This is an optimization exercise on Yosys and OpenROAD, whose aim is small area, a short achievable clock period and few clock cycles, not a production implementation. The RTL was checked by simulation tests, not by an equivalence proof against the original design. Power figures rest on the tool's default switching activity, not on a simulated workload.

--- flow/design.v ---
module inst_cache #(
  parameter int unsigned INDEX_BITS  = 5,
  parameter int unsigned OFFSET_BITS = 2
) (
  input  logic        clk,
  input  logic        rst,
  input  logic [15:0] instAddr,
  output logic        hit,
  output logic [15:0] instruction,
  output logic        memReq,
  output logic [15:0] memAddr,
  input  logic [15:0] memData,
  input  logic        memReady
);
  localparam int unsigned TAG_BITS = 16 - INDEX_BITS - OFFSET_BITS;
  localparam int unsigned LINES    = 1 << INDEX_BITS;
  localparam int unsigned WORDS    = 1 << OFFSET_BITS;
  typedef enum logic {IDLE, REFILL} state_t;
  state_t                 state_q, state_d;
  logic [LINES-1:0]       valid_q;
  logic [TAG_BITS-1:0]    tagArr [LINES];
  logic [15:0]            dataArr [LINES][WORDS];
  logic [TAG_BITS-1:0]    refTag_q, refTag_d;
  logic [INDEX_BITS-1:0]  refIdx_q, refIdx_d;
  logic [OFFSET_BITS-1:0] cnt_q, cnt_d;
  logic [15:0]            memAddr_q, memAddr_d;
  logic [TAG_BITS-1:0]    reqTag;
  logic [INDEX_BITS-1:0]  reqIdx;
  logic [OFFSET_BITS-1:0] reqOff;
  logic                   lookupHit;
  logic                   startRefill;
  logic                   acceptWord;
  logic                   lastWord;
  assign reqTag = instAddr[15 -: TAG_BITS];
  assign reqIdx = instAddr[OFFSET_BITS +: INDEX_BITS];
  assign reqOff = instAddr[0 +: OFFSET_BITS];
  assign lookupHit   = (state_q == IDLE) && valid_q[reqIdx] && (tagArr[reqIdx] == reqTag);
  assign hit         = lookupHit;
  assign instruction = lookupHit ? dataArr[reqIdx][reqOff] : '0;
  assign memReq      = (state_q == REFILL);
  assign memAddr     = memAddr_q;
  always_comb begin
    state_d     = state_q;
    refTag_d    = refTag_q;
    refIdx_d    = refIdx_q;
    cnt_d       = cnt_q;
    memAddr_d   = memAddr_q;
    startRefill = 1'b0;
    acceptWord  = 1'b0;
    lastWord    = 1'b0;
    case (state_q)
      IDLE: begin
        if (!lookupHit) begin
          startRefill = 1'b1;
          refTag_d    = reqTag;
          refIdx_d    = reqIdx;
          cnt_d       = '0;
          memAddr_d   = {reqTag, reqIdx, {OFFSET_BITS{1'b0}}};
          state_d     = REFILL;
        end
      end
      REFILL: begin
        if (memReady) begin
          acceptWord = 1'b1;
          cnt_d      = cnt_q + 1'b1;
          memAddr_d  = memAddr_q + 16'd1;
          if (cnt_q == '1) begin
            lastWord = 1'b1;
            cnt_d    = '0;
            state_d  = IDLE;
          end
        end
      end
      default: state_d = IDLE;
    endcase
  end
  always_ff @(posedge clk or posedge rst) begin
    if (rst) begin
      state_q   <= IDLE;
      valid_q   <= '0;
      refTag_q  <= '0;
      refIdx_q  <= '0;
      cnt_q     <= '0;
      memAddr_q <= '0;
    end else begin
      state_q   <= state_d;
      refTag_q  <= refTag_d;
      refIdx_q  <= refIdx_d;
      cnt_q     <= cnt_d;
      memAddr_q <= memAddr_d;
      if (startRefill) valid_q[reqIdx] <= 1'b0;
      if (lastWord)    valid_q[refIdx_q] <= 1'b1;
    end
  end
  always_ff @(posedge clk) begin
    if (acceptWord) dataArr[refIdx_q][cnt_q] <= memData;
    if (lastWord)   tagArr[refIdx_q] <= refTag_q;
  end
endmodule
--- flow/run.sh ---
#!/bin/bash
# synth_recipe.tcl (not shown) runs the flow's synth.tcl, then flattens the netlist and writes it again
# the make line also repeats each setting of config.mk as NAME=value (left out here)
make -C /OpenROAD-flow-scripts/flow DESIGN_CONFIG=/design/flow/config.mk WORK_HOME=/design/flow/orfs CLKGATE_MAP_FILE= SYNTH_SCRIPT=/design/flow/synth_recipe.tcl finish
--- flow/config.mk ---
export PLATFORM = sky130hd
export DESIGN_NAME = inst_cache
export DESIGN_NICKNAME = inst_cache
export VERILOG_FILES = /design/flow/design.v
export SDC_FILE = /design/flow/constraint.sdc
export NUM_CORES = 4
export LEC_CHECK = 0
export CAP_MARGIN = 20
export CORE_MARGIN = 2
export CORE_UTILIZATION = 40
export SLEW_MARGIN = 20
--- flow/constraint.sdc ---
create_clock -name core_clock -period 5.5 [get_ports {clk}]
set_input_delay 1.1000 -clock core_clock [delete_from_list [all_inputs] [get_ports {clk}]]
set_output_delay 1.1000 -clock core_clock [all_outputs]
set_load 0.01 [all_outputs]
==> results of run 1 <==
-- worst max-delay path, delay by kind of cell --
| kind | cells | cell delay [ns] |
|---|---|---|
| simple gates | 1 | 0.07 |
| buf+inv | 6 | 1.32 |
| mux | 3 | 1.57 |
| compound gates | 1 | 0.22 |
-- synthesized netlist by cell type, types with 4 or more instances --
cell | number | area [um^2]
edfxtp_1 | 2336 | 70150
mux4_2 | 671 | 15110
nor2_1 | 207 | 777.0
nand2_1 | 115 | 431.7
mux2i_1 | 111 | 1111
clkbuf_1 | 92 | 345.3
o21ai_0 | 81 | 405.4
buf_2 | 78 | 390.4
dfrtp_1 | 65 | 1627
nand3_1 | 38 | 190.2
buf_4 | 26 | 195.2
a21oi_1 | 23 | 115.1
buf_1 | 23 | 86.33
a221oi_1 | 21 | 183.9
nor2b_1 | 18 | 112.6
a22oi_1 | 15 | 112.6
xnor2_1 | 15 | 131.4
buf_6 | 14 | 157.7
nand2b_1 | 13 | 81.33
o211ai_1 | 12 | 90.09
and2_1 | 11 | 68.82
ha_1 | 11 | 137.6
nand4_1 | 11 | 68.82
a211o_1 | 10 | 87.58
and3_1 | 10 | 62.56
xor2_1 | 10 | 87.58
a32oi_1 | 9 | 78.83
mux4_1 | 9 | 236.5
o2111ai_1 | 9 | 78.83
and3b_1 | 8 | 70.07
inv_1 | 8 | 30.03
mux2_2 | 8 | 90.09
o21ai_1 | 8 | 40.04
o221ai_1 | 7 | 61.31
mux2_4 | 6 | 90.09
or2_2 | 6 | 37.54
a211oi_1 | 5 | 37.54
a21boi_1 | 5 | 37.54
a311oi_1 | 4 | 35.03
nor3_1 | 4 | 20.02
o211a_1 | 4 | 40.04
-- timing repair --
action / CTS / global route
hold buffers: 0 / 0
gates cloned: 1 / 0
setup endpoints to repair: 16 / 14
pin swaps: 5 / 3
buffers inserted: 6 / 0
gates resized for setup: 20 / 14
-- layout make-up --
type | count | area share
clock buffer | 289 | 0.05615
clock inverter | 128 | 0.009779
multi-input combinational | 1533 | 0.1920
timing repair buffer | 507 | 0.04480
antenna | 1 | 0.00002304
sequential | 2401 | 0.6608
inverter | 10 | 0.0004146
tap | 3132 | 0.03607
-- routing by layer --
metal,wire (um),GRT usage,vias to the layer above
met1,101300,0.2940,25120
li1,-,-,18670
met4,5688,0.05194,4
met5,25,0,-
met2,116100,0.3193,1952
met3,19800,0.03822,319
-- worst max path at each step --
stage | startpoint | end | slack [ns] | depth (start not counted)
6_report | instAddr[0] | instruction[1] | 0.06 | 11
2_1_floorplan | instAddr[0] | instruction[2] | 0.73 | 9
3_3_place_gp | instAddr[2] | instruction[14] | -0.34 | 13
3_5_place_dp | instAddr[2] | instruction[14] | -0.27 | 13
5_1_grt | instAddr[0] | instruction[1] | 0.02 | 11
4_1_cts | instAddr[2] | instruction[14] | 0.03 | 12
-- state kept, by name (all words and copies together) (netlist names) --
signal     flops
cnt_q          2
dataArr     2048
memAddr_q     16
refIdx_q       5
refTag_q       9
state_q        1
tagArr       288
valid_q       32
-- cell families after synthesis --
| group | share of synthesized area |
|---|---|
| AOI/OAI and AO/OA | 0.01722 |
| xor gates and xnor gates | 0.002337 |
| adders and majority gates | 0.001469 |
| buffers and inverters | 0.01340 |
| DFF | 0.7661 |
| muxes | 0.1776 |
| and+or+nand+nor | 0.02186 |
-- power by group --
| part | switching (uW) | total [uW] | internal, uW |
|---|---|---|---|
| registers | 604 | 21500 | 20900 |
| logic | 2240 | 3630 | 1400 |
| clock network | 6710 | 15200 | 8470 |
-- per-stage QoR --
step	utilization	hold slack [ns]
final	0.4667	0.5087
after global routing	0.4667	0.5393
after CTS	0.4663	0.5075
after detailed placement	0.4346	0.4927
after global placement	0.4345	0.4809
after floorplan	-	0.4622
==> results.toml, run 1 <==
[place]
io_buffers = 68
hpwl_mm = 151.5
gp_congestion = 0.8575
place_inst = 7575
placed_cell_area_um2 = 101200
place_ws_ns = -0.2709

[die]
row_count = 177
coreArea_um2 = 232800
dieArea_um2 = 238100
dieHeight_um = 488.0
design.portCount = 69
die_w_um = 488.0
initial_core_util = 0.4025

[detailed_routing]
avgViaCountPerCell = 5.757
avgRoutedWirePerCell_um = 30.35
routed-via-count = 46060
first_pass_iters = 5
route.detailed.drc = 0
ant_nets = 0
drt_wl_total_mm = 242.8
drt-initial-drc-count = 5767

[clocking]
clk_latency_ns = 0.86
cts_buffer_depth = 3
clock-sinks = 2401
cts_tree = "built"
cts_buffers = 227
cts.clk_slew.worst_paths_ns = 0.06
h-tree-depth = 4
clock-root-buffer = "clkbuf_16"

[critical_path]
cpMostUsedCell = "mux4_2"
critPathMaxFanout = 13
r2r_start = "tagArr[6][2]"
worstPathArrival_ns = 4.34
worstPathCellList = "buf_12 -> buf_16 -> buf_12 -> buf_4 -> buf_4 -> mux4_2 -> mux4_2 -> mux4_2 -> a21oi_1 -> nor2b_1 -> clkdlybuf4s50_1"
crit_required_ns = 4.40
slowest_delay_ns = 0.58
critPathSlowestCell = "mux4_2"
start_kind = "input port"
worstRegToRegCells = 11
critPathKind = "in -> out"
reg2reg_to = "refTag_q[2]"
worst_setup_path_end_kind = "output pin"
rrSetupSlack_ns = 1.88

[min_path]
holdPathStages = 2
hp-class = "reg -> reg"
min_to = "valid_q[21]"
hold_start = "valid_q[21]"

[cells_and_area]
multi_input_area_um2 = 20860
final_common_cell = "edfxtp_1"
regArea_um2 = 71780
fin_area_um2 = 108600
nets = 4726
final_cells = 8001
drive_gt1_frac = 0.3172
nFillCells = 19180
final_cell_mix = "edfxtp_1 (2336), mux4_2 (671), buf_4 (388)"
areaGrowthSynthToFinish_pct = 15.95

[yosys]
yosysSeqAreaShare = 0.7661
synth_area_um2 = 93690
syn_avg_cell_area_um2 = 22.40
ys_types = 68
ys.flop_type = "edfxtp_1"
synthArstFlopShare = 0.02707
syn-num-nets = 4228
synth-edff-count = 2336
synthCells = 4182
synth.yosys.warnings = 1
synth_seq_cells = 2401

[sta]
hold_viol_final = 0
fin_crit_ns = 5.439
drv_slew = 0
rsz0062_at_grt = "no"
finalSetupViolCount = 0
setup_slack_ns = 0.06130
setup_tns_ns = 0
max-slew-margin-rel = 0.2167
tightest_slew_ns = 1.171
max_freq_mhz = 183.9
fin_crit_sh = 0.9889
skew_ns = 0.04446

[global_routing]
overflow = 0
grt_pass1_wl_mm = 345.8
antenna_found_initial = 14
grt.total_usage = 0.2034
grt_max_degree = 86
first_global_vias = 45920

[flow_run]
maxCapViolations = 0

[power_and_ir_drop]
power.leakage_uw = 0.03480
power.total_uw = 40350
power.density_nw_per_um2 = 371.5
vdd_ir_drop_max_uv = 268.6

[status]
status = "timing/DRC/antenna clean"
Testbench counts, summed over its fixed seeds: cycles 34,712.
==> inputs of run 2 (changes only) <==
==> flow/design.v (replaced) <==
module inst_cache #(
  parameter int unsigned INC_BITS = 6
) (
  input  logic        clk,
  input  logic        rst,
  input  logic [15:0] instAddr,
  output logic        hit,
  output logic [15:0] instruction,
  output logic        memReq,
  output logic [15:0] memAddr,
  input  logic [15:0] memData,
  input  logic        memReady
);
  logic        act_q;       
  logic [15:0] memAddr_q;
  assign hit         = act_q && memReady && (memAddr_q == instAddr);
  assign instruction = memData;
  assign memReq      = act_q;
  assign memAddr     = memAddr_q;
  always_ff @(posedge clk or posedge rst) begin
    if (rst) act_q <= 1'b0;
    else     act_q <= 1'b1;
  end
  always_ff @(posedge clk) begin
    memAddr_q <= {instAddr[15:INC_BITS], instAddr[INC_BITS-1:0] + INC_BITS'(hit)};
  end
endmodule
--- a/flow/config.mk
+++ b/flow/config.mk
@@ -7,5 +7,6 @@
 export LEC_CHECK = 0
 export CAP_MARGIN = 20
-export CORE_MARGIN = 2
-export CORE_UTILIZATION = 40
+export CORE_AREA = 3 3 47 47
+export DIE_AREA = 0 0 50 50
+export SETUP_SLACK_MARGIN = 2
 export SLEW_MARGIN = 20
==> run 2 against run 1 <==
  * Clock-buffer cell count shrank 285
  * Synthesized cell count decreased by 98%
  * Flip-flop and latch count fell by 2384
  * Synthesized area down 99%
  * Clock skew down 0.040 ns
  * Routed wire length shrank 99%
  * Sequential share of layout area down 35 points
  * Still clean
  * Global-route usage fell by 8.0 points
  * Register-to-register slack improved by 1.5 ns
==> results.toml, run 2 <==
[detailed_routing]
drt-initial-drc-count = 2
avgViaCountPerCell = 4.336
first_pass_iters = 2
route.detailed.drc = 0
avgRoutedWirePerCell_um = 11.89
ant_nets = 0
drt_wl_total_mm = 1.379
routed-via-count = 503

[sta]
rsz0062_at_grt = "yes"
setup_tns_ns = 0
fin_crit_sh = 0.6280
hold_viol_final = 0
max_freq_mhz = 289.5
finalSetupViolCount = 0
hold_slack_ns = 0.8586
skew_ns = 0.004827
fin_crit_ns = 3.454
setup_slack_ns = 2.046
drv_slew = 0

[clocking]
cts_buffer_depth = 2
clock-root-buffer = "clkbuf_4"
clk_latency_ns = 0.28
cts_buffers = 3
cts.clk_slew.worst_paths_ns = 0.10
clock-sinks = 17
cts_tree = "built"
h-tree-depth = 1

[cells_and_area]
fin_area_um2 = 1097
final_cell_mix = "clkdlybuf4s50_1 (21), dfxtp_1 (16), xnor2_2 (8)"
top_register = "memAddr_q"
final_common_cell = "clkdlybuf4s50_1"
final_core_utilization = 0.6154
largest_reg_flops = 16
n_antenna_cell = 0
drive_gt1_frac = 0.3077
reg.largest.list = "memAddr_q x16, act_q x1"
nets = 129
areaGrowthSynthToFinish_pct = 48.14

[yosys]
ys_types = 14
synth_top_area_share = 0.4324
synthArstFlopShare = 0.05882
synthTopCellsByCount = "buf_4 (16), dfxtp_1 (16), xnor2_1 (14)"
ys.flop_type = "dfxtp_1"
yosysSeqAreaShare = 0.4662
synth_seq_cells = 17
synthTopCellsByArea = "dfxtp_1 (43%), xnor2_1 (17%), buf_4 (16%), xor2_1 (5.9%), dfrtp_1 (3.4%)"
syn_avg_cell_area_um2 = 11.22
synth_area_um2 = 740.7
syn-num-nets = 103
post-synth-top-area-cell = "dfxtp_1"
synth.yosys.warnings = 1
synthCells = 66
synth-edff-count = 0

[place]
io_buffers = 36
gp_congestion = 0.6241
hpwl_mm = 1.066
place_ws_ns = 1.195
placed_cell_area_um2 = 1012

[critical_path]
slowest_delay_ns = 0.56
crit_buf_inv = 2
worstPathCellList = "buf_2 -> xnor2_1 -> nand4_1 -> or4_4 -> nor4_4 -> buf_2"
cpMostUsedCell = "buf_2"
r2r_start = "memAddr_q[12]"
worst_setup_path_end_kind = "output pin"
crit_required_ns = 4.40
reg2reg_to = "memAddr_q[5]"
rrSetupSlack_ns = 3.38
critPathMaxFanout = 2
worstRegToRegCells = 8
start_kind = "input port"
critPathKind = "in -> out"
worstPathArrival_ns = 2.35
cpLargestDelayFamily = "simple AND/OR/NAND/NOR gates"
critPathSlowestCell = "or4_4"

[power_and_ir_drop]
power.density_nw_per_um2 = 227.4
vdd_ir_drop_max_uv = 107.2
power.leakage_uw = 0.0004708

[global_routing]
antenna_found_initial = 0
grt_pass1_wl_mm = 2.366
overflow = 0
grt_max_degree = 10
grt.total_usage = 0.1237
first_global_vias = 520

[die]
coreArea_um2 = 1783
dieHeight_um = 50
initial_core_util = 0.4154
row_count = 15
design.portCount = 69
die_w_um = 50
dieArea_um2 = 2500

[status]
status = "timing/DRC/antenna clean"

[min_path]
hold_start = "memAddr_q[8]"
min_to = "memAddr_q[0]"
holdPathStages = 3
hp-class = "reg -> reg"

[flow_run]
maxCapViolations = 0
==> run 2: how the worst max path moves through the flow <==
stage | from | endpoint | cells after the start
2_1_floorplan | instAddr[0] | hit | 4
4_1_cts | instAddr[10] | hit | 6
3_3_place_gp | instAddr[2] | hit | 6
6_report | instAddr[0] | hit | 6
5_1_grt | instAddr[6] | hit | 6
3_5_place_dp | instAddr[2] | hit | 6
==> run 2: worst register-to-register path, cell delays in order (launching register included) <==
cell,delay [ns]
dfxtp_1,0.38
xnor2_2,0.13
nand4_1,0.11
or4_4,0.56
nor4_4,0.17
ha_1,0.23
and3_1,0.20
nand3_1,0.11
xnor2_1,0.14
==> run 2: layout make-up <==
type | count | area (um^2)
inverters | 1 | 3.754
multi-input cells | 32 | 336.6
flip-flops and latches | 17 | 345.3
well taps | 25 | 31.28
fillers | 151 | 685.7
clock buffers | 4 | 26.28
repair buffers | 37 | 354.1
==> run 2: timing repair <==
item                                    in CTS  in global routing
gates resized for setup                     67                 10
endpoints found under the setup margin       1                  1
buffers inserted                             1                  0
hold buffers                                 0                  0
pin swaps                                   19                  5
==> run 2: layer usage <==
layer	vias up	track usage	share of wire
met5	-	0	0
met4	0	0.05530	0.0029
met3	2	0.06949	0.13
met2	30	0.1826	0.43
met1	226	0.1436	0.43
li1	245	-	-
==> run 2: logic make-up after synthesis <==
logic type	count (synthesis)	synth area share
other	1	0.005063
AND/OR/NAND/NOR	9	0.08108
buffers and inverters	17	0.1672
XOR/XNOR	20	0.2466
flip-flops	17	0.4662
adder cells (fa/ha/maj)	2	0.03378
==> run 2: per-stage QoR <==
| stage | instances | total power, uW |
|---|---|---|
| 2_1_floorplan | 66 | 164.7 |
| 3_3_place_gp | 111 | 183.7 |
| 3_5_place_dp | 111 | 183.6 |
| 4_1_cts | 116 | 248.8 |
| 5_1_grt | 116 | 266.0 |
| 6_report | 116 | 249.5 |
==> run 2: power breakdown <==
part	leakage (uW)	switching [uW]	total, uW	internal [uW]
Clock	0.0000150	35.7	63.8	28.1
Combinational	0.000309	17.3	50.5	33.3
Sequential	0.000147	5.33	135	130
Testbench counts of run 2, summed over its fixed seeds: cycles 33,817.
==> inputs of run 3 (changes only) <==
--- a/flow/config.mk
+++ b/flow/config.mk
@@ -9,4 +9,4 @@
 export CORE_AREA = 3 3 47 47
 export DIE_AREA = 0 0 50 50
-export SETUP_SLACK_MARGIN = 2
+export SETUP_SLACK_MARGIN = 2.5
 export SLEW_MARGIN = 20
==> run 3 against run 2 <==
  * Sequential share of layout area rose by 0.11 points
  * Synthesized area did not move
  * Clock-buffer cell count did not move
  * Maximum frequency rose by 1.7%
  * Still clean on timing, DRC and antenna
  * Total power fell by 0.29%
  * Critical endpoint unchanged
  * Highest routed layer unchanged
  * Cell count did not move
  * Non-clock buffer count did not move
  * Critical path depth did not move
  * Clock power barely moved
  * Register-to-register slack improved by 0.03 ns
  * Die area did not move
==> results.toml, run 3 <==
[power_and_ir_drop]
power.density_nw_per_um2 = 227.5
p_switching_uw = 57.70
swShare = 0.2319
p_int_uw = 191.1
seqPwrFrac = 0.543
p_comb_frac = 0.202
power.leakage_uw = 0.0004707
vdd_ir_drop_max_uv = 119.1
clock_power_share = 0.256

[clocking]
cts_buffer_depth = 2
clock-sinks = 17
cts.clk_slew.worst_paths_ns = 0.10
cts_tree = "built"
clk_latency_ns = 0.28
cts_buffers = 3
h-tree-depth = 1
clock-root-buffer = "clkbuf_4"

[global_routing]
first_global_vias = 511
gr-usage-met2 = 0.1652
overflow = 0
grt_busiest_layer = "met2"
grt_max_degree = 10
use_met1 = 0.1148
met3_usage = 0.06042
grt_pass1_wl_mm = 2.090
antenna_found_initial = 0
grt.total_usage = 0.1088

[die]
design.portCount = 69
row_count = 15
die_w_um = 50
initial_core_util = 0.4154
coreArea_um2 = 1783
dieArea_um2 = 2500
dieHeight_um = 50

[sta]
hold_slack_ns = 0.8287
rsz0062_at_grt = "yes"
setup_tns_ns = 0
max_freq_mhz = 294.4
hold_viol_final = 0
drv_slew = 0
finalSetupViolCount = 0
fin_crit_ns = 3.396
skew_ns = 0.006047
fin_crit_sh = 0.6175

[place]
placed_cell_area_um2 = 1021
hpwl_mm = 1.120
io_buffers = 36
gp_congestion = 0.6473
place_inst = 111

[yosys]
yosysSeqAreaShare = 0.4662
synth_top_area_share = 0.4324
synth-edff-count = 0
synth.yosys.warnings = 1
synthTopCellsByCount = "buf_4 (16), dfxtp_1 (16), xnor2_1 (14)"
syn-num-nets = 103
synth_seq_cells = 17
syn_avg_cell_area_um2 = 11.22
synthArstFlopShare = 0.05882
ys.flop_type = "dfxtp_1"
post-synth-top-area-cell = "dfxtp_1"
synthCells = 66
synthTopCellsByArea = "dfxtp_1 (43%), xnor2_1 (17%), buf_4 (16%), xor2_1 (5.9%), dfrtp_1 (3.4%)"
synth_area_um2 = 740.7
ys_types = 14

[detailed_routing]
avgRoutedWirePerCell_um = 11.44
ant_nets = 0
drt-initial-drc-count = 1
route.detailed.drc = 0
first_pass_iters = 4
drt_wl_total_mm = 1.327
avgViaCountPerCell = 4.379
routed-via-count = 508

[critical_path]
crit_required_ns = 4.40
critPathMaxFanout = 3
worstPathArrival_ns = 2.30
start_kind = "input port"
worst_setup_path_end_kind = "output pin"
critPathKind = "in -> out"

[cells_and_area]
final_cells = 116
drive_gt1_frac = 0.3077
largest_reg_flops = 16
fin_area_um2 = 1094
top_register = "memAddr_q"
final_core_utilization = 0.6133
nets = 129
reg.largest.list = "memAddr_q x16, act_q x1"
areaGrowthSynthToFinish_pct = 47.64
regArea_um2 = 345.3
final_cell_mix = "clkdlybuf4s50_1 (21), dfxtp_1 (16), xnor2_2 (8)"
n_antenna_cell = 0
final_common_cell = "clkdlybuf4s50_1"
multi_input_area_um2 = 336.6
nFillCells = 156

[status]
status = "timing/DRC/antenna clean"

[flow_run]
maxCapViolations = 0

[min_path]
hp-class = "reg -> reg"
run 3: cell counts after synthesis:
Identical to the previous run, type by type.
run 3: critical path: stages:
cell	delay (ns)
buf_6	0.10
xnor2_2	0.11
nand3_1	0.10
or4_4	0.55
nor4_4	0.15
buf_2	0.17
run 3: worst paths after layout:
path	startpoint	slack, ns	to	depth (start not counted)
worst max-delay path	instAddr[4]	2.10	hit	6
worst min-delay path	memAddr_q[8]	0.83	memAddr_q[0]	3
worst max register to register	memAddr_q[4]	3.41	memAddr_q[5]	8
worst min register to register	memAddr_q[8]	0.83	memAddr_q[0]	3
max in group asynchronous	rst	4.46	act_q	2
min in group asynchronous	rst	0.95	act_q	2
run 3: stage by stage:
stage | worst slack, ns | power (uW)
6_report | 2.104 | 248.8
5_1_grt | 2.033 | 262.4
4_1_cts | 1.984 | 249.0
3_5_place_dp | 1.182 | 184.3
3_3_place_gp | 1.200 | 184.4
2_1_floorplan | 2.301 | 165.6
run 3: repair_timing:
item,CTS,global route
hold buffers,0,0
pin swaps,19,12
setup endpoints to repair,3,1
gates resized for setup,66,12
buffers inserted,1,0
gates cloned,0,0
run 3: power groups by stage:
stage	Combinational (uW)	Sequential, uW	Clock, uW
3_3_place_gp	47.4	137	0
4_1_cts	46.9	135	67.3
6_report	50.1	135	63.6
2_1_floorplan	25.4	140	0
3_5_place_dp	47.2	137	0
5_1_grt	54.0	136	72.4
run 3: cell families after synthesis:
group	share of synthesized area
xor+xnor	0.2466
flops	0.4662
fa+ha+maj	0.03378
simple gates	0.08108
buf+inv	0.1672
other cells	0.005063
run 3: layout make-up:
cell class / instances / area share
Clock buffer: 4 / 0.02403
Inverter: 1 / 0.003432
Multi-Input combinational cell: 32 / 0.3078
Sequential cell: 17 / 0.3158
Tap cell: 25 / 0.02860
Timing Repair Buffer: 37 / 0.3204
run 3: routing by layer:
metal,share of wire,up-vias,wire (um)
met5,0,-,0
met4,0.014,0,19
met3,0.15,6,203
met2,0.42,33,558
met1,0.41,221,545
li1,-,248,-
==> inputs of run 4 (changes only) <==
--- a/flow/config.mk
+++ b/flow/config.mk
@@ -7,6 +7,6 @@
 export LEC_CHECK = 0
 export CAP_MARGIN = 20
-export CORE_AREA = 3 3 47 47
-export DIE_AREA = 0 0 50 50
-export SETUP_SLACK_MARGIN = 2.5
+export CORE_AREA = 3 3 67 67
+export DIE_AREA = 0 0 70 70
+export SETUP_SLACK_MARGIN = 2
 export SLEW_MARGIN = 20
==> run 4 against run 3 <==
  * Via count up 6.7%
  * Non-clock buffer count up 8
  * Combinational power up 5.4%
  * Synthesized area unchanged
  * Cell count up 27%
  * Largest power group unchanged
  * Highest routed layer unchanged
==> results.toml, run 4 <==
[sta]
setup_tns_ns = 0
hold_viol_final = 0
fin_crit_sh = 0.6333
drv_slew = 0
max_freq_mhz = 287.1
finalSetupViolCount = 0
setup_slack_ns = 2.017
fin_crit_ns = 3.483
rsz0062_at_grt = "yes"
skew_ns = 0.005027

[place]
hpwl_mm = 1.393
gp_congestion = 0.7286
place_inst = 134
place_ws_ns = 1.136
io_buffers = 36

[detailed_routing]
avgViaCountPerCell = 3.687
routed-via-count = 542
drt_wl_total_mm = 1.898
first_pass_iters = 2
route.detailed.drc = 0
avgRoutedWirePerCell_um = 12.91
drt-initial-drc-count = 1
ant_nets = 0

[yosys]
ys_types = 14
synth_area_um2 = 740.7
synth_seq_cells = 17
ys.flop_type = "dfxtp_1"
syn-num-nets = 103
synthArstFlopShare = 0.05882
synthCells = 66
synthTopCellsByCount = "buf_4 (16), dfxtp_1 (16), xnor2_1 (14)"
synth-edff-count = 0
synth.yosys.warnings = 1
synth_top_area_share = 0.4324
synthTopCellsByArea = "dfxtp_1 (43%), xnor2_1 (17%), buf_4 (16%), xor2_1 (5.9%), dfrtp_1 (3.4%)"
syn_avg_cell_area_um2 = 11.22
yosysSeqAreaShare = 0.4662
post-synth-top-area-cell = "dfxtp_1"

[power_and_ir_drop]
power.leakage_uw = 0.0005444
power.total_uw = 283.3
power.density_nw_per_um2 = 223.8
swShare = 0.2442
clock_power_share = 0.334
p_comb_frac = 0.186
p_int_uw = 214.1
p_switching_uw = 69.20
seqPwrFrac = 0.479
vdd_ir_drop_max_uv = 79.50

[critical_path]
reg2reg_to = "memAddr_q[4]"
worstPathCellList = "buf_8 -> xnor2_2 -> nand4_1 -> or4_4 -> nor4_4 -> buf_2"
start_kind = "input port"
worstRegToRegCells = 17
rrSetupSlack_ns = 2.63
slowest_delay_ns = 0.57
r2r_start = "memAddr_q[13]"
worstPathArrival_ns = 2.38
critPathSlowestCell = "or4_4"
critPathKind = "in -> out"
worst_setup_path_end_kind = "output pin"
critPathMaxFanout = 2
crit_required_ns = 4.40

[min_path]
hp-class = "in -> reg"
holdPathStages = 1
min_to = "memAddr_q[6]"
hold_start = "instAddr[6]"

[global_routing]
grt.total_usage = 0.07164
overflow = 0
grt_pass1_wl_mm = 2.718
grt_max_degree = 11
antenna_found_initial = 0
first_global_vias = 597

[die]
initial_core_util = 0.1950
row_count = 22
die_w_um = 70
dieArea_um2 = 4900
dieHeight_um = 70
coreArea_um2 = 3799
design.portCount = 69

[flow_run]
maxCapViolations = 0

[status]
status = "timing/DRC/antenna clean"

[cells_and_area]
nets = 137
final_cell_mix = "clkdlybuf4s50_1 (20), dfxtp_1 (16), xnor2_2 (10), buf_6 (10), buf_4 (7)"
nFillCells = 406
n_antenna_cell = 0
reg.largest.list = "memAddr_q x16, act_q x1"
top_register = "memAddr_q"
areaGrowthSynthToFinish_pct = 70.95
largest_reg_flops = 16
drive_gt1_frac = 0.4444
multi_input_area_um2 = 384.1
regArea_um2 = 345.3
final_common_cell = "clkdlybuf4s50_1"
final_cells = 147

[clocking]
clock-sinks = 17
cts_buffer_depth = 2
cts_tree = "built"
cts.clk_slew.worst_paths_ns = 0.07
clk_latency_ns = 0.25
clock-root-buffer = "clkbuf_8"
h-tree-depth = 1
ctsHoldBuffers = 0
cts_buffers = 3
==> run 4: what timing repair did <==
action,in CTS,in global routing
buffers inserted,9,0
resized for setup,72,21
endpoints found under the hold margin,0,0
pin swaps,19,10
setup endpoints to repair,1,5
==> run 4: power groups by stage <==
| stage | registers [uW] | logic, uW | clock network, uW |
|---|---|---|---|
| 2_1_floorplan | 140 | 24.5 | 0 |
| 3_3_place_gp | 137 | 47.2 | 0 |
| 3_5_place_dp | 137 | 47.4 | 0 |
| 4_1_cts | 135 | 49.9 | 99.1 |
| 5_1_grt | 137 | 56.0 | 103 |
| 6_report | 136 | 52.8 | 94.7 |
==> run 4: worst max-delay path by stage <==
stage,startpoint,to,depth (start not counted),slack [ns]
2_1_floorplan,instAddr[0],hit,4,2.27
3_3_place_gp,instAddr[0],hit,6,1.15
3_5_place_dp,instAddr[13],hit,6,1.14
4_1_cts,instAddr[13],hit,6,1.96
5_1_grt,instAddr[9],hit,6,1.98
6_report,instAddr[9],hit,6,2.02
==> run 4: cell families after synthesis <==
logic type / after synthesis / share of synthesized area
XOR/XNOR: 20 / 0.2466
buffers and inverters: 17 / 0.1672
other: 1 / 0.005063
adder cells (fa/ha/maj): 2 / 0.03378
AND/OR/NAND/NOR: 9 / 0.08108
flip-flops: 17 / 0.4662
==> run 4: worst max-delay path: cells and delay by family <==
family,cells,cell delay (ns)
buf+inv,2,0.28
simple gates,3,0.86
xor+xnor,1,0.14
==> run 4: routing by layer <==
layer / track usage / wire length, um
met5: 0 / 0
met3: 0.02446 / 141
met4: 0.03617 / 24
met2: 0.1270 / 1018
met1: 0.07439 / 713
==> run 4: through the flow <==
stage / hold WS [ns] / utilization / instance area (um^2)
after floorplan: 0.8287 / - / 740.7
after global placement: 0.8181 / 0.2740 / 1041
after detailed placement: 0.8372 / 0.2740 / 1041
after CTS: 0.9428 / 0.3155 / 1199
after global routing: 0.9370 / 0.3333 / 1266
final: 0.9509 / 0.3333 / 1266
==> run 4: cell type report <==
type,count,share of cell area
repair buffers,45,0.3370
multi-input cells,32,0.3034
flip-flops and latches,17,0.2727
well taps,48,0.04743
clock buffers,3,0.03261
clock inverters,1,0.003953
inverters,1,0.002964
==> inputs of run 5 (changes only) <==
--- a/flow/config.mk
+++ b/flow/config.mk
@@ -6,7 +6,8 @@
 export NUM_CORES = 4
 export LEC_CHECK = 0
+export ABC_CLOCK_PERIOD_IN_PS = 1000
 export CAP_MARGIN = 20
-export CORE_AREA = 3 3 67 67
-export DIE_AREA = 0 0 70 70
+export CORE_AREA = 3 3 87 87
+export DIE_AREA = 0 0 90 90
 export SETUP_SLACK_MARGIN = 2
 export SLEW_MARGIN = 20
==> run 5 against run 4 <==
  * Still clean
  * Global-route usage shrank 2.0 points
  * Clock skew shrank 0.0016 ns
  * Sequential share of layout area shrank 0.42 points
  * Maximum frequency is essentially flat
  * Combinational power grew 3%
  * Sequential power is essentially flat
  * Critical endpoint unchanged
==> results.toml, run 5 <==
[global_routing]
grt.total_usage = 0.05206
antenna_found_initial = 0
first_global_vias = 587
grt_pass1_wl_mm = 3.187
overflow = 0
grt_max_degree = 10

[yosys]
synthTopCellsByArea = "dfxtp_1 (43%), xnor2_1 (17%), buf_4 (16%), xor2_1 (5.9%), dfrtp_1 (3.4%)"
synthArstFlopShare = 0.05882
synth_area_um2 = 740.7
synthCells = 66
syn-num-nets = 103
synth_top_family_by_area = "XOR/XNOR gates"
muxShareOfSynthArea = 0
post-synth-top-area-cell = "dfxtp_1"
synth_seq_cells = 17
synth-simple-area-share = 0.08108
synth-edff-count = 0
yosysSeqAreaShare = 0.4662
synthTopCellsByCount = "buf_4 (16), dfxtp_1 (16), xnor2_1 (14)"
syn_avg_cell_area_um2 = 11.22
ys_types = 14
synth_compound_area_frac = 0
synth_top_area_share = 0.4324
synth.yosys.warnings = 1
synth_fa_ha_area_frac = 0.03378
ys.flop_type = "dfxtp_1"
synthXorXnorAreaFrac = 0.2466

[die]
coreArea_um2 = 6604
die_w_um = 90
dieArea_um2 = 8100
dieHeight_um = 90
initial_core_util = 0.1122
row_count = 29
design.portCount = 69

[critical_path]
crit_required_ns = 4.40
worstRegToRegCells = 15
critPathMaxFanout = 2
critPathKind = "in -> out"
worst_setup_path_end_kind = "output pin"
rrSetupSlack_ns = 2.68
start_kind = "input port"
r2r_start = "memAddr_q[13]"
worstPathArrival_ns = 2.38
reg2reg_to = "memAddr_q[5]"

[cells_and_area]
nets = 136
final_common_cell = "clkdlybuf4s50_1"
areaGrowthSynthToFinish_pct = 73.65
final_cell_mix = "clkdlybuf4s50_1 (21), dfxtp_1 (16), buf_4 (8)"
n_antenna_cell = 0
largest_reg_flops = 16
final_core_utilization = 0.1948
reg.largest.list = "memAddr_q x16, act_q x1"
top_register = "memAddr_q"
drive_gt1_frac = 0.3980

[power_and_ir_drop]
vdd_ir_drop_max_uv = 117.9
power.leakage_uw = 0.0005144
p_comb_frac = 0.191
p_int_uw = 216.3
p_switching_uw = 70.21
seqPwrFrac = 0.475
swShare = 0.2451
power.density_nw_per_um2 = 222.8
clock_power_share = 0.335

[flow_run]
maxCapViolations = 0

[min_path]
hp-class = "in -> reg"
holdPathStages = 1
hold_start = "instAddr[12]"
min_to = "memAddr_q[12]"

[place]
hpwl_mm = 1.565
gp_congestion = 0.6130
io_buffers = 36

[clocking]
clock-sinks = 17
h-tree-depth = 1
cts_buffer_depth = 2
cts_tree = "built"
cts_buffers = 3
clk_latency_ns = 0.25
clock-root-buffer = "clkbuf_8"
cts.clk_slew.worst_paths_ns = 0.07

[sta]
drv_slew = 0
setup_tns_ns = 0
hold_viol_final = 0
rsz0062_at_grt = "yes"
finalSetupViolCount = 0
fin_crit_ns = 3.483
fin_crit_sh = 0.6333
max_freq_mhz = 287.1
skew_ns = 0.003428
hold_slack_ns = 0.9522

[detailed_routing]
drt-initial-drc-count = 15
avgViaCountPerCell = 2.712
drt_wl_total_mm = 1.977
avgRoutedWirePerCell_um = 10.35
route.detailed.drc = 0
first_pass_iters = 2
routed-via-count = 518
ant_nets = 0

[status]
status = "timing/DRC/antenna clean"
## run 5: changes by cell type in the layout (fill, tap and decap cells not counted), sizes merged
cell and delta:
buf -3, clkdlybuf4s50 +1, clkbuf +3, dlymetal6s2s -1, clkinv -1
## run 5: worst max path at each step
stage,start,end,cells past startpoint
after floorplan,instAddr[0],hit,4
after global placement,instAddr[2],hit,6
after detailed placement,instAddr[2],hit,6
after CTS,instAddr[1],hit,6
after global routing,instAddr[4],hit,6
final,instAddr[13],hit,6
## run 5: per-stage QoR
stage,cells,total power [uW],setup WS [ns],cell area [um^2]
after CTS,191,289.8,1.897,1212
after floorplan,66,164.7,2.266,740.7
after global routing,191,305.0,1.961,1286
after detailed placement,179,185.5,1.043,1097
final,191,286.5,2.017,1286
after global placement,179,185.0,1.059,1097
## run 5: cell families after synthesis
kind of cell	count (synthesis)
XOR/XNOR	20
other	1
adder cells (fa/ha/maj)	2
AND/OR/NAND/NOR	9
buffers and inverters	17
flip-flops	17
## run 5: repair_timing
action / in CTS / in global routing
gates resized for setup: 57 / 25
pin swaps: 17 / 11
setup endpoints to repair: 1 / 5
hold buffers: 0 / 0
setup buffers: 8 / 0
## run 5: metal layers
metal / wire length [um] / track usage / vias to the layer above
met5: 0 / 0 / -
met4: 0 / 0.008929 / 0
met3: 166 / 0.03005 / 0
met2: 1036 / 0.08899 / 22
met1: 774 / 0.05659 / 237
li1: - / - / 259
## run 5: worst max-delay path, cell delays in order
cell,delay [ns]
buf_8,0.10
xnor2_4,0.14
nand4_1,0.12
or4_4,0.57
nor4_4,0.16
buf_2,0.18
## run 5: layout make-up
cell class                 count  area [um^2]
fill                         757         5318
tap                           93        116.4
inverter                       1        3.754
timing repair buffer          44        387.9
multi-input combinational     32        387.9
sequential                    17        345.3
clock buffer                   4        45.04
## run 5: power groups by stage
stage | logic, uW | clock network, uW | registers (uW)
global placement | 48.0 | 0 | 137
detailed placement | 48.4 | 0 | 137
CTS | 49.7 | 105 | 135
global route | 59.2 | 109 | 137
floorplan | 24.5 | 0 | 140
finish | 54.6 | 95.9 | 136
==> inputs of run 6 (changes only) <==
--- a/flow/config.mk
+++ b/flow/config.mk
@@ -6,8 +6,7 @@
 export NUM_CORES = 4
 export LEC_CHECK = 0
-export ABC_CLOCK_PERIOD_IN_PS = 1000
 export CAP_MARGIN = 20
 export CORE_AREA = 3 3 87 87
 export DIE_AREA = 0 0 90 90
-export SETUP_SLACK_MARGIN = 2
+export SETUP_SLACK_MARGIN = 3
 export SLEW_MARGIN = 20
==> run 6 against run 5 <==
  * Routed wire length is 2.6% lower
  * Synthesized area unchanged
  * Cell area up 0.68%
  * Clock power about the same
  * Critical path depth unchanged
  * Register-to-register slack improved by 0.60 ns
  * Via count fell by 0.58%
  * Critical endpoint unchanged
  * Still clean
  * Sequential share of layout area fell by 0.18 points
  * Clock skew increased by 0.0012 ns
  * Worst hold slack worse by 0.0021 ns
==> results.toml, run 6 <==
[status]
status = "timing/DRC/antenna clean"

[clocking]
clk_latency_ns = 0.25
cts_tree = "built"
cts_buffers = 3
cts_buffer_depth = 2
clock-root-buffer = "clkbuf_8"
cts.clk_slew.worst_paths_ns = 0.07
clock-sinks = 17
h-tree-depth = 1

[flow_run]
maxCapViolations = 0

[yosys]
muxShareOfSynthArea = 0
synth_area_um2 = 740.7
synthTopCellsByArea = "dfxtp_1 (43%), xnor2_1 (17%), buf_4 (16%), xor2_1 (5.9%), dfrtp_1 (3.4%)"
synthTopCellsByCount = "buf_4 (16), dfxtp_1 (16), xnor2_1 (14)"
synth_fa_ha_area_frac = 0.03378
syn_avg_cell_area_um2 = 11.22
synth_top_family_by_area = "XOR/XNOR gates"
post-synth-top-area-cell = "dfxtp_1"
yosysSeqAreaShare = 0.4662
synthCells = 66
ys.flop_type = "dfxtp_1"
synth.yosys.warnings = 1
synthArstFlopShare = 0.05882
synth_seq_cells = 17
synth_top_area_share = 0.4324
ys_types = 14
synth_compound_area_frac = 0
syn-num-nets = 103
synthXorXnorAreaFrac = 0.2466
synth-edff-count = 0
synth-simple-area-share = 0.08108

[critical_path]
slowest_delay_ns = 0.54
cp_num_cells = 6
worstPathCellList = "buf_8 -> xnor2_4 -> nand4_1 -> or4_4 -> nor4_4 -> buf_2"
crit_required_ns = 4.40
crit_buf_inv = 2
worstPathArrival_ns = 2.34
start_kind = "input port"
critPathSlowestCell = "or4_4"
cpLargestDelayFamily = "simple AND/OR/NAND/NOR gates"
critPathMaxFanout = 2
worstRegToRegCells = 10
critPathKind = "in -> out"
worst_setup_path_end_kind = "output pin"

[place]
io_buffers = 36
place_inst = 179
gp_congestion = 0.6131
hpwl_mm = 1.573
place_ws_ns = 1.081

[sta]
max_freq_mhz = 290.6
fin_crit_sh = 0.6257
setup_slack_ns = 2.059
setup_tns_ns = 0
hold_slack_ns = 0.9500
drv_slew = 0
rsz0062_at_grt = "yes"
skew_ns = 0.004619
finalSetupViolCount = 0
hold_viol_final = 0
fin_crit_ns = 3.441

[die]
coreArea_um2 = 6604
initial_core_util = 0.1122
dieHeight_um = 90
die_w_um = 90
design.portCount = 69
row_count = 29
dieArea_um2 = 8100

[detailed_routing]
drt-initial-drc-count = 10
route.detailed.drc = 0
routed-via-count = 515
first_pass_iters = 2
avgViaCountPerCell = 2.754
drt_wl_total_mm = 1.926
avgRoutedWirePerCell_um = 10.30
ant_nets = 0

[power_and_ir_drop]
vdd_ir_drop_max_uv = 68.26
power.density_nw_per_um2 = 221.6
power.total_uw = 287.0
power.leakage_uw = 0.0005126

[cells_and_area]
largest_reg_flops = 16
final_cell_mix = "clkdlybuf4s50_1 (20), dfxtp_1 (16), xnor2_2 (8), buf_2 (8)"
drive_gt1_frac = 0.4043
nets = 132
final_common_cell = "clkdlybuf4s50_1"
areaGrowthSynthToFinish_pct = 74.83
reg.largest.list = "memAddr_q x16, act_q x1"
nFillCells = 761
final_cells = 187
n_antenna_cell = 0
top_register = "memAddr_q"

[global_routing]
grt.total_usage = 0.04962
first_global_vias = 594
antenna_found_initial = 0
overflow = 0
grt_max_degree = 10
grt_pass1_wl_mm = 3.077

[min_path]
holdPathStages = 1
hp-class = "in -> reg"
[run 6: layout make-up]
| cell class | count | area (um^2) | share of cell area |
|---|---|---|---|
| Clock buffer | 4 | 45.04 | 0.03478 |
| Inverter | 1 | 3.754 | 0.002899 |
| Multi-Input combinational cell | 32 | 414.1 | 0.3198 |
| Sequential cell | 17 | 345.3 | 0.2667 |
| Tap cell | 93 | 116.4 | 0.08986 |
| Timing Repair Buffer | 40 | 370.4 | 0.2860 |
[run 6: final timing paths]
path | slack, ns | from | end
setup / recovery | 2.06 | instAddr[2] | hit
hold / removal | 0.95 | instAddr[7] | memAddr_q[7]
setup reg to reg | 3.28 | memAddr_q[2] | memAddr_q[5]
hold reg to reg | 1.03 | memAddr_q[8] | memAddr_q[0]
max in group asynchronous | 4.43 | rst | act_q
min in group asynchronous | 0.98 | rst | act_q
[run 6: power breakdown]
group | internal, uW | switching (uW) | total (uW)
clock | 51.4 | 44.8 | 96.2
combinational | 35.0 | 20.0 | 55.0
sequential | 130 | 5.86 | 136
[run 6: what timing repair did]
action,in CTS,in global routing
gates resized for setup,66,10
hold buffers,0,0
endpoints found under the setup margin,7,6
setup buffers,3,1
pin swaps,20,8
[run 6: layer usage]
layer  wire length (um)  part of all wire  track usage
met1                791              0.41      0.05359
met2                909              0.47      0.07903
met3                217              0.11      0.03172
met4                  8            0.0042      0.01658
met5                  0                 0            0
[run 6: logic make-up (layout without fill, tap and decap cells)]
logic type	count (synthesis)	in the layout
other cells	1	1
flops	17	17
fa+ha+maj	2	2
xor+xnor	20	20
simple gates	9	9
buf+inv	17	45
[run 6: metrics by stage]
| stage | utilization | cell area, um^2 |
|---|---|---|
| 3_3_place_gp | 0.1760 | 1162 |
| 4_1_cts | 0.1878 | 1240 |
| 5_1_grt | 0.1961 | 1295 |
| 6_report | 0.1961 | 1295 |
| 3_5_place_dp | 0.1760 | 1162 |
| 2_1_floorplan | - | 805.8 |
==> inputs of run 7 (changes only) <==
--- a/flow/config.mk
+++ b/flow/config.mk
@@ -9,4 +9,4 @@
 export CORE_AREA = 3 3 87 87
 export DIE_AREA = 0 0 90 90
-export SETUP_SLACK_MARGIN = 3
+export SETUP_SLACK_MARGIN = 2
 export SLEW_MARGIN = 20
==> run 7 against run 6 <==
  * Clock power about the same
  * Still clean on timing, DRC and antenna
  * Setup slack got worse by 0.042 ns
  * Critical endpoint unchanged
  * Flip-flop and latch count stayed put
  * Maximum frequency fell by 1.2%
  * Sequential share of layout area is 0.18 points higher
  * Cell count rose by 2.1%
  * Combinational power fell by 0.7%
  * Critical path type unchanged
  * Clock-buffer cell count unchanged
==> results.toml, run 7 <==
[sta]
fin_crit_ns = 3.483
drv_slew = 0
hold_slack_ns = 0.9522
hold_viol_final = 0
finalSetupViolCount = 0
setup_tns_ns = 0
max_freq_mhz = 287.1
fin_crit_sh = 0.6333
setup_slack_ns = 2.017
skew_ns = 0.003428
rsz0062_at_grt = "yes"

[die]
coreArea_um2 = 6604
die_w_um = 90
dieArea_um2 = 8100
row_count = 29
initial_core_util = 0.1122
dieHeight_um = 90
design.portCount = 69

[cells_and_area]
final_common_cell = "clkdlybuf4s50_1"
n_antenna_cell = 0
largest_reg_flops = 16
nFillCells = 757
final_cell_mix = "clkdlybuf4s50_1 (21), dfxtp_1 (16), buf_4 (8)"
areaGrowthSynthToFinish_pct = 73.65
reg.largest.list = "memAddr_q x16, act_q x1"
fin_area_um2 = 1286
nets = 136
top_register = "memAddr_q"
drive_gt1_frac = 0.3980

[clocking]
cts.clk_slew.worst_paths_ns = 0.07
clock-root-buffer = "clkbuf_8"
clk_latency_ns = 0.25
clock-sinks = 17
h-tree-depth = 1
cts_buffers = 3
cts_buffer_depth = 2
cts_tree = "built"

[yosys]
yosysSeqAreaShare = 0.4662
synthTopCellsByCount = "buf_4 (16), dfxtp_1 (16), xnor2_1 (14)"
syn_avg_cell_area_um2 = 11.22
synth.yosys.warnings = 1
synthArstFlopShare = 0.05882
post-synth-top-area-cell = "dfxtp_1"
synth_area_um2 = 740.7
synth-edff-count = 0
muxShareOfSynthArea = 0
ys_types = 14
synth-simple-area-share = 0.08108
syn-num-nets = 103
synth_top_family_by_area = "XOR/XNOR gates"
synthTopCellsByArea = "dfxtp_1 (43%), xnor2_1 (17%), buf_4 (16%), xor2_1 (5.9%), dfrtp_1 (3.4%)"
synth_fa_ha_area_frac = 0.03378
synth_top_area_share = 0.4324
synth_seq_cells = 17
synthXorXnorAreaFrac = 0.2466
synthCells = 66
synth_compound_area_frac = 0
ys.flop_type = "dfxtp_1"

[detailed_routing]
first_pass_iters = 2
routed-via-count = 518
drt_wl_total_mm = 1.977
avgRoutedWirePerCell_um = 10.35
avgViaCountPerCell = 2.712
ant_nets = 0
route.detailed.drc = 0
drt-initial-drc-count = 15

[critical_path]
r2r_start = "memAddr_q[13]"
critPathSlowestCell = "or4_4"
worstRegToRegCells = 15
rrSetupSlack_ns = 2.68
start_kind = "input port"
crit_required_ns = 4.40
slowest_delay_ns = 0.57
critPathMaxFanout = 2
cpLargestDelayFamily = "simple AND/OR/NAND/NOR gates"
reg2reg_to = "memAddr_q[5]"
crit_buf_inv = 2
critPathKind = "in -> out"
worstPathArrival_ns = 2.38
worstPathCellList = "buf_8 -> xnor2_4 -> nand4_1 -> or4_4 -> nor4_4 -> buf_2"
worst_setup_path_end_kind = "output pin"

[min_path]
min_to = "memAddr_q[12]"
holdPathStages = 1
hp-class = "in -> reg"
hold_start = "instAddr[12]"

[global_routing]
grt.total_usage = 0.05206
antenna_found_initial = 0
first_global_vias = 587
grt_max_degree = 10
grt_pass1_wl_mm = 3.187
overflow = 0

[flow_run]
maxCapViolations = 0

[place]
place_ws_ns = 1.043
hpwl_mm = 1.565
io_buffers = 36
gp_congestion = 0.6130
placed_cell_area_um2 = 1097

[power_and_ir_drop]
vdd_ir_drop_max_uv = 117.9
swShare = 0.2451
clock_power_share = 0.335
power.leakage_uw = 0.0005144
p_comb_frac = 0.191
p_int_uw = 216.3
seqPwrFrac = 0.475
p_switching_uw = 70.21
power.density_nw_per_um2 = 222.8

[status]
status = "timing/DRC/antenna clean"
-- run 7: layout make-up --
type                            instances  area, um^2  area share
Clock buffer                            4       45.04     0.03502
Inverter                                1       3.754    0.002918
Multi-Input combinational cell         32       387.9      0.3016
Sequential cell                        17       345.3      0.2685
Tap cell                               93       116.4     0.09047
Timing Repair Buffer                   44       387.9      0.3016
-- run 7: cell families (layout without fill, tap and decap cells) --
kind of cell / count (synthesis) / count (layout)
other cells: 1 / 1
simple gates: 9 / 9
fa+ha+maj: 2 / 2
buf+inv: 17 / 49
xor+xnor: 20 / 20
flops: 17 / 17
-- run 7: power groups by stage --
stage	clock (uW)	sequential (uW)	combinational, uW
after floorplan	0	140	24.5
after global placement	0	137	48.0
after detailed placement	0	137	48.4
after CTS	105	135	49.7
after global routing	109	137	59.2
final	95.9	136	54.6
-- run 7: timing repair --
item / CTS / global route
buffers inserted: 8 / 0
hold buffers: 0 / 0
pin swaps: 17 / 11
endpoints found under the setup margin: 1 / 5
gates resized for setup: 57 / 25
-- run 7: per-stage QoR --
step | util | total power (uW) | cells
global placement | 0.1662 | 185.0 | 179
global route | 0.1948 | 305.0 | 191
finish | 0.1948 | 286.5 | 191
floorplan | - | 164.7 | 66
detailed placement | 0.1662 | 185.5 | 179
CTS | 0.1836 | 289.8 | 191
-- run 7: how the worst max path moves through the flow --
stage	cells past startpoint	start	end	slack, ns
6_report	6	instAddr[13]	hit	2.02
5_1_grt	6	instAddr[4]	hit	1.96
4_1_cts	6	instAddr[1]	hit	1.90
3_5_place_dp	6	instAddr[2]	hit	1.04
3_3_place_gp	6	instAddr[2]	hit	1.06
2_1_floorplan	4	instAddr[0]	hit	2.27
-- run 7: worst reg2reg max path, delay by kind of cell, from the launching register on --
family | cells | cell delay (ns)
and+or+nand+nor | 5 | 1.15
buffers and inverters | 7 | 0.68
DFF | 1 | 0.42
xor gates and xnor gates | 2 | 0.27
adders and majority gates | 1 | 0.18
-- run 7: metal layers --
metal | share of wire | global-route usage | vias to the layer above
li1 | - | - | 259
met1 | 0.39 | 0.05659 | 237
met2 | 0.52 | 0.08899 | 22
met3 | 0.084 | 0.03005 | 0
met4 | 0 | 0.008929 | 0
met5 | 0 | 0 | -
==> inputs of run 8 (changes only) <==
==> flow/flow/run.sh (new file) <==
#!/bin/bash
# Standard ORFS layout, with the port buffers inserted as the smallest plain
# buffer (sky130_fd_sc_hd__buf_1) so the resizer can size them like any other
# buffer.  make's full output goes to flow_make.log.
set -euo pipefail
bash standard.sh "BUFFER_PORTS_ARGS=-buffer_cell sky130_fd_sc_hd__buf_1" finish > flow_make.log 2>&1
==> flow/standard.sh (new file) <==
#!/bin/bash
# synth_recipe.tcl (not shown) runs the flow's synth.tcl, then flattens the netlist and writes it again
# the make line also repeats each setting of config.mk as NAME=value (left out here)
make -C /OpenROAD-flow-scripts/flow DESIGN_CONFIG=/design/flow/config.mk WORK_HOME=/design/flow/orfs CLKGATE_MAP_FILE= SYNTH_SCRIPT=/design/flow/synth_recipe.tcl "${@:-finish}"
removed: flow/run.sh
==> run 8 against run 7 <==
  * Setup slack got worse by 0.049 ns
  * Cell area fell by 18%
  * Non-clock buffer count fell by 1
  * Clock skew rose by 0.00053 ns
  * Via count fell by 2.5%
  * Critical path depth did not move
  * Maximum frequency fell by 1.4%
  * Register-to-register slack barely moved
  * Synthesized cell count did not move
==> results.toml, run 8 <==
[critical_path]
slowest_delay_ns = 0.58
worstPathArrival_ns = 2.43
start_kind = "input port"
critPathSlowestCell = "or4_4"
rrSetupSlack_ns = 2.68
worst_setup_path_end_kind = "output pin"
critPathMaxFanout = 2
reg2reg_to = "memAddr_q[5]"
worstRegToRegCells = 15
r2r_start = "memAddr_q[13]"
critPathKind = "in -> out"
crit_required_ns = 4.40
worstPathCellList = "buf_4 -> xnor2_1 -> nand4_1 -> or4_4 -> nor4_4 -> buf_2"

[yosys]
synth_seq_cells = 17
ys.flop_type = "dfxtp_1"
syn_avg_cell_area_um2 = 11.22
synthCells = 66
synth_top_area_share = 0.4324
synthArstFlopShare = 0.05882
synth_area_um2 = 740.7
ys_types = 14
syn-num-nets = 103
yosysSeqAreaShare = 0.4662
synth.yosys.warnings = 1
post-synth-top-area-cell = "dfxtp_1"
synth-edff-count = 0
synthTopCellsByCount = "buf_4 (16), dfxtp_1 (16), xnor2_1 (14)"
synthTopCellsByArea = "dfxtp_1 (43%), xnor2_1 (17%), buf_4 (16%), xor2_1 (5.9%), dfrtp_1 (3.4%)"

[cells_and_area]
top_register = "memAddr_q"
drive_gt1_frac = 0.2680
reg.largest.list = "memAddr_q x16, act_q x1"
largest_reg_flops = 16
n_antenna_cell = 0
nets = 135
final_common_cell = "buf_1"
final_cell_mix = "buf_1 (29), dfxtp_1 (16), xnor2_1 (10)"
areaGrowthSynthToFinish_pct = 41.89

[clocking]
clock-root-buffer = "clkbuf_8"
clock-sinks = 17
cts_buffers = 3
ctsHoldBuffers = 0
clk_latency_ns = 0.25
cts.clk_slew.worst_paths_ns = 0.07
cts_buffer_depth = 2
cts_tree = "built"
h-tree-depth = 1

[detailed_routing]
first_pass_iters = 3
wl_met1_um = 829
drt_wl_total_mm = 2.034
avgRoutedWirePerCell_um = 10.71
drt-initial-drc-count = 5
met2_wirelength_mm = 1.032
avgViaCountPerCell = 2.658
route.detailed.drc = 0
routed-via-count = 505
ant_nets = 0
top_layer_used = "met3"
met3_length_um = 172

[place]
gp_congestion = 0.6900
hpwl_mm = 1.599
io_buffers = 36

[die]
coreArea_um2 = 6604
design.portCount = 69
die_w_um = 90
initial_core_util = 0.1122
row_count = 29
dieArea_um2 = 8100
dieHeight_um = 90

[global_routing]
first_global_vias = 560
overflow = 0
antenna_found_initial = 0
grt_max_degree = 10
grt_pass1_wl_mm = 3.056
grt.total_usage = 0.05060

[power_and_ir_drop]
power.density_nw_per_um2 = 255.0
power.total_uw = 268.0
vdd_ir_drop_max_uv = 55.63
power.leakage_uw = 0.0003971

[sta]
setup_tns_ns = 0
rsz0062_at_grt = "yes"
max_freq_mhz = 283.1
finalSetupViolCount = 0
skew_ns = 0.003958
fin_crit_ns = 3.532
fin_crit_sh = 0.6422
hold_viol_final = 0
drv_slew = 0

[status]
status = "timing/DRC/antenna clean"

[min_path]
hp-class = "in -> async"

[flow_run]
maxCapViolations = 0
-- run 8: cell count changes in the layout (fill, tap and decap cells not counted), moves of 2 or more --
cell	previous run	this run
buf_1	0	29
clkdlybuf4s50_1	21	0
buf_2	7	5
xnor2_1	7	10
xnor2_4	3	0
clkbuf_2	2	0
ha_2	2	0
buf_6	3	0
-- run 8: logic make-up after synthesis --
| kind of cell | after synthesis | share of synthesized area |
|---|---|---|
| flops | 17 | 0.4662 |
| buf+inv | 17 | 0.1672 |
| fa+ha+maj | 2 | 0.03378 |
| xor+xnor | 20 | 0.2466 |
| other cells | 1 | 0.005063 |
| simple gates | 9 | 0.08108 |
-- run 8: report_power, final --
part           internal, uW  switching [uW]  leakage [uW]
Sequential              130            4.76      0.000147
Clock                  51.4            45.5     0.0000228
Combinational          17.8            18.5      0.000228
-- run 8: how the worst max path moves through the flow --
| stage | from | end | slack, ns | cells past startpoint |
|---|---|---|---|---|
| after detailed placement | instAddr[12] | hit | 1.86 | 6 |
| final | instAddr[0] | hit | 1.97 | 6 |
| after global routing | instAddr[12] | hit | 1.92 | 6 |
| after CTS | instAddr[11] | hit | 1.88 | 6 |
| after floorplan | instAddr[0] | hit | 2.27 | 4 |
| after global placement | instAddr[12] | hit | 1.88 | 6 |
-- run 8: area by class of cell --
class                           instances  area [um^2]
Clock buffer                            4        45.04
Fill cell                             773         5553
Inverter                                1        3.754
Multi-Input combinational cell         32        331.6
Sequential cell                        17        345.3
Tap cell                               93        116.4
Timing Repair Buffer                   43        209.0
-- run 8: metrics by stage --
step / setup slack (ns) / cell area, um^2 / instances / hold slack, ns / util
floorplan: 2.266 / 740.7 / 66 / 0.8287 / -
global placement: 1.883 / 872.1 / 179 / 0.8266 / 0.1321
detailed placement: 1.864 / 872.1 / 179 / 0.8367 / 0.1321
CTS: 1.878 / 1003 / 190 / 0.6215 / 0.1520
global route: 1.920 / 1051 / 190 / 0.6338 / 0.1592
finish: 1.968 / 1051 / 190 / 0.6344 / 0.1592
-- run 8: critical path, delay by kind of cell --
kind / cells / cell delay [ns]
xor+xnor: 1 / 0.13
buf+inv: 2 / 0.31
simple gates: 3 / 0.90
-- run 8: routing by layer --
| metal | vias to the layer above | track usage |
|---|---|---|
| li1 | 257 | - |
| met1 | 228 | 0.05337 |
| met2 | 20 | 0.08836 |
| met3 | 0 | 0.02421 |
| met4 | 0 | 0.01658 |
| met5 | - | 0 |
-- run 8: repair_timing --
action                                  CTS  global route
hold endpoints to repair                  0             0
gates resized for setup                   9            13
pin swaps                                10             6
endpoints found under the setup margin    1             5
cloned                                    0             0
buffers inserted                          7             0
==> inputs of run 9 (changes only) <==
--- a/flow/config.mk
+++ b/flow/config.mk
@@ -9,4 +9,4 @@
 export CORE_AREA = 3 3 87 87
 export DIE_AREA = 0 0 90 90
-export SETUP_SLACK_MARGIN = 2
+export SETUP_SLACK_MARGIN = 2.5
 export SLEW_MARGIN = 20
==> run 9 against run 8 <==
  * Via count fell by 3.6%
  * Critical path depth did not move
  * Still clean
  * Highest routed layer unchanged
  * Clock skew barely moved
  * Clock-buffer cell count fell by 1
  * Sequential share of layout area fell by 0.58 points
==> results.toml, run 9 <==
[cells_and_area]
nFillCells = 769
final_common_cell = "buf_1"
top_register = "memAddr_q"
n_antenna_cell = 0
regArea_um2 = 345.3
largest_reg_flops = 16
areaGrowthSynthToFinish_pct = 44.43
final_cell_mix = "buf_1 (26), dfxtp_1 (16), xnor2_1 (8)"
reg.largest.list = "memAddr_q x16, act_q x1"
final_core_utilization = 0.1620
drive_gt1_frac = 0.2747
multi_input_area_um2 = 367.9
final_cells = 184
nets = 129

[die]
die_w_um = 90
design.portCount = 69
initial_core_util = 0.1122
dieHeight_um = 90
row_count = 29
dieArea_um2 = 8100
coreArea_um2 = 6604

[power_and_ir_drop]
power.total_uw = 275.9
seqPwrFrac = 0.492
p_switching_uw = 72.54
p_comb_frac = 0.154
clock_power_share = 0.354
power.leakage_uw = 0.0004034
p_int_uw = 203.3
swShare = 0.2630
vdd_ir_drop_max_uv = 68.51
power.density_nw_per_um2 = 257.9

[place]
io_buffers = 36
place_inst = 179
gp_congestion = 0.6445
hpwl_mm = 1.533

[sta]
rsz0062_at_grt = "yes"
skew_ns = 0.003845
hold_viol_final = 0
fin_crit_ns = 3.514
max_freq_mhz = 284.6
finalSetupViolCount = 0
setup_tns_ns = 0
fin_crit_sh = 0.6389
drv_slew = 0

[global_routing]
overflow = 0
antenna_found_initial = 0
grt.total_usage = 0.04449
first_global_vias = 489
grt_max_degree = 11
grt_pass1_wl_mm = 2.663

[critical_path]
cp_num_cells = 6
worst_setup_path_end_kind = "output pin"
critPathSlowestCell = "or4_4"
cpLargestDelayFamily = "simple AND/OR/NAND/NOR gates"
crit_buf_inv = 2
worstPathCellList = "buf_6 -> xnor2_2 -> nand3_2 -> or4_4 -> nor4_4 -> buf_2"
worstPathArrival_ns = 2.41
start_kind = "input port"
slowest_delay_ns = 0.54
worstRegToRegCells = 9
critPathMaxFanout = 3
crit_required_ns = 4.40
critPathKind = "in -> out"

[status]
status = "timing/DRC/antenna clean"

[detailed_routing]
drt-initial-drc-count = 40
ant_nets = 0
drt_wl_total_mm = 1.864
avgViaCountPerCell = 2.647
route.detailed.drc = 0
first_pass_iters = 2
routed-via-count = 487
avgRoutedWirePerCell_um = 10.13

[yosys]
yosysSeqAreaShare = 0.4662
syn_avg_cell_area_um2 = 11.22
synthCells = 66
synth_top_area_share = 0.4324
ys.flop_type = "dfxtp_1"
syn-num-nets = 103
synth_area_um2 = 740.7
synth-edff-count = 0
ys_types = 14
synthTopCellsByCount = "buf_4 (16), dfxtp_1 (16), xnor2_1 (14)"
synth_seq_cells = 17
synth.yosys.warnings = 1
post-synth-top-area-cell = "dfxtp_1"
synthTopCellsByArea = "dfxtp_1 (43%), xnor2_1 (17%), buf_4 (16%), xor2_1 (5.9%), dfrtp_1 (3.4%)"
synthArstFlopShare = 0.05882

[clocking]
cts.clk_slew.worst_paths_ns = 0.07
cts_tree = "built"
clock-sinks = 17
clock-root-buffer = "clkbuf_8"
cts_buffer_depth = 2
clk_latency_ns = 0.25
h-tree-depth = 1
cts_buffers = 3

[flow_run]
maxCapViolations = 0

[min_path]
hp-class = "in -> async"
==> run 9: cell counts after synthesis <==
No cell type changed its count.
==> run 9: final cells by class <==
cell class / instances / share of cell area
Inverter: 1 / 0.003509
Clock buffer: 3 / 0.03860
Sequential cell: 17 / 0.3228
Tap cell: 93 / 0.1088
Clock inverter: 1 / 0.004678
Multi-Input combinational cell: 32 / 0.3439
Timing Repair Buffer: 37 / 0.1778
==> run 9: kinds of logic (layout without fill, tap and decap cells) <==
family / count (synthesis) / after routing / share of synthesized area
xor gates and xnor gates: 20 / 20 / 0.2466
adders and majority gates: 2 / 2 / 0.03378
buffers and inverters: 17 / 42 / 0.1672
DFF: 17 / 17 / 0.4662
other: 1 / 1 / 0.005063
and+or+nand+nor: 9 / 9 / 0.08108
==> run 9: worst paths after layout <==
path | start | end | slack (ns)
worst max-delay path | instAddr[4] | hit | 1.99
worst min-delay path | rst | act_q | 0.63
worst max register to register | memAddr_q[7] | memAddr_q[5] | 3.14
worst min register to register | memAddr_q[8] | memAddr_q[0] | 0.86
max in group asynchronous | rst | act_q | 4.78
min in group core_clock | memAddr_q[8] | memAddr_q[0] | 0.86
==> run 9: worst register-to-register path, cell delays in order, from the launching register on <==
cell,delay [ns]
dfxtp_1,0.43
xnor2_4,0.14
nand4_1,0.10
or4_4,0.55
nor4_4,0.23
buf_4,0.15
ha_1,0.17
and3_1,0.21
nand3_1,0.12
xnor2_1,0.15
==> run 9: power groups by stage <==
stage	clock network, uW	registers (uW)	logic [uW]
CTS	104	134	33.6
floorplan	0	140	25.4
global route	111	137	46.1
global placement	0	137	33.1
finish	97.7	136	42.6
detailed placement	0	137	33.0
==> run 9: what timing repair did <==
item,4_1_cts,5_1_grt
gates resized for setup,3,30
setup endpoints to repair,1,1
buffers inserted,0,1
pin swaps,2,13
hold buffers,0,0
==> run 9: layer usage <==
layer  track usage  routed length [um]  vias up
li1              -                   -      248
met2       0.06970                 903       19
met4       0.02041                   0        0
met5             0                   0        -
met3       0.02087                 162        0
met1       0.05133                 798      220
==> run 9: stage by stage <==
stage	hold WS, ns	area (um^2)	setup slack (ns)
finish	0.6342	1070	1.986
global route	0.6284	1070	1.921
CTS	0.6278	933.4	1.956
detailed placement	0.8527	880.8	1.877
global placement	0.8390	880.8	1.907
floorplan	0.8287	749.5	2.301

-- separate check: timing with driven ports --
Ports are ideal in the flow. The routed layouts listed here were re-timed in OpenROAD. Step 1 sets driving cells, clkbuf_16 on the clock port and buf_2 on the other inputs (assumed; they add their load-dependent delay and slew). Step 2 moves the port delays by t, midway between the first and last clock arrival at a register: inputs arrive t later, outputs are due t later. That takes back most of the time a late clock gives input paths. a / b / c = ideal ports / drivers / drivers and shift; a / b = the first two.
run	shift t [ns]	setup slack, ns	worst data-port slew with drivers (ns)	cell pins on the clock port's net
run 1	0.927	0.061 / -0.002 / -0.002	0.10	1
run 2	0.292	2.046 / 2.007 / 2.007	0.06	1
run 3	0.295	2.104 / 2.070 / 2.070	0.07	1
run 4	0.272	2.017 / 1.976 / 1.763	0.07	1
run 5	0.271	2.017 / 1.975 / 1.848	0.07	1
run 6	0.274	2.059 / 2.019 / 2.019	0.07	1
run 7	0.271	2.017 / 1.975 / 1.848	0.07	1
run 8	0.272	1.968 / 1.942 / 1.811	0.07	1
run 9	0.275	1.986 / 1.952 / 1.952	0.07	1
With both steps, setup timing fails in run 1, where it was met with ideal ports. For run 4, which loses most, drivers alone change the setup slack by -0.041 ns; drivers and shift together by -0.254 ns.
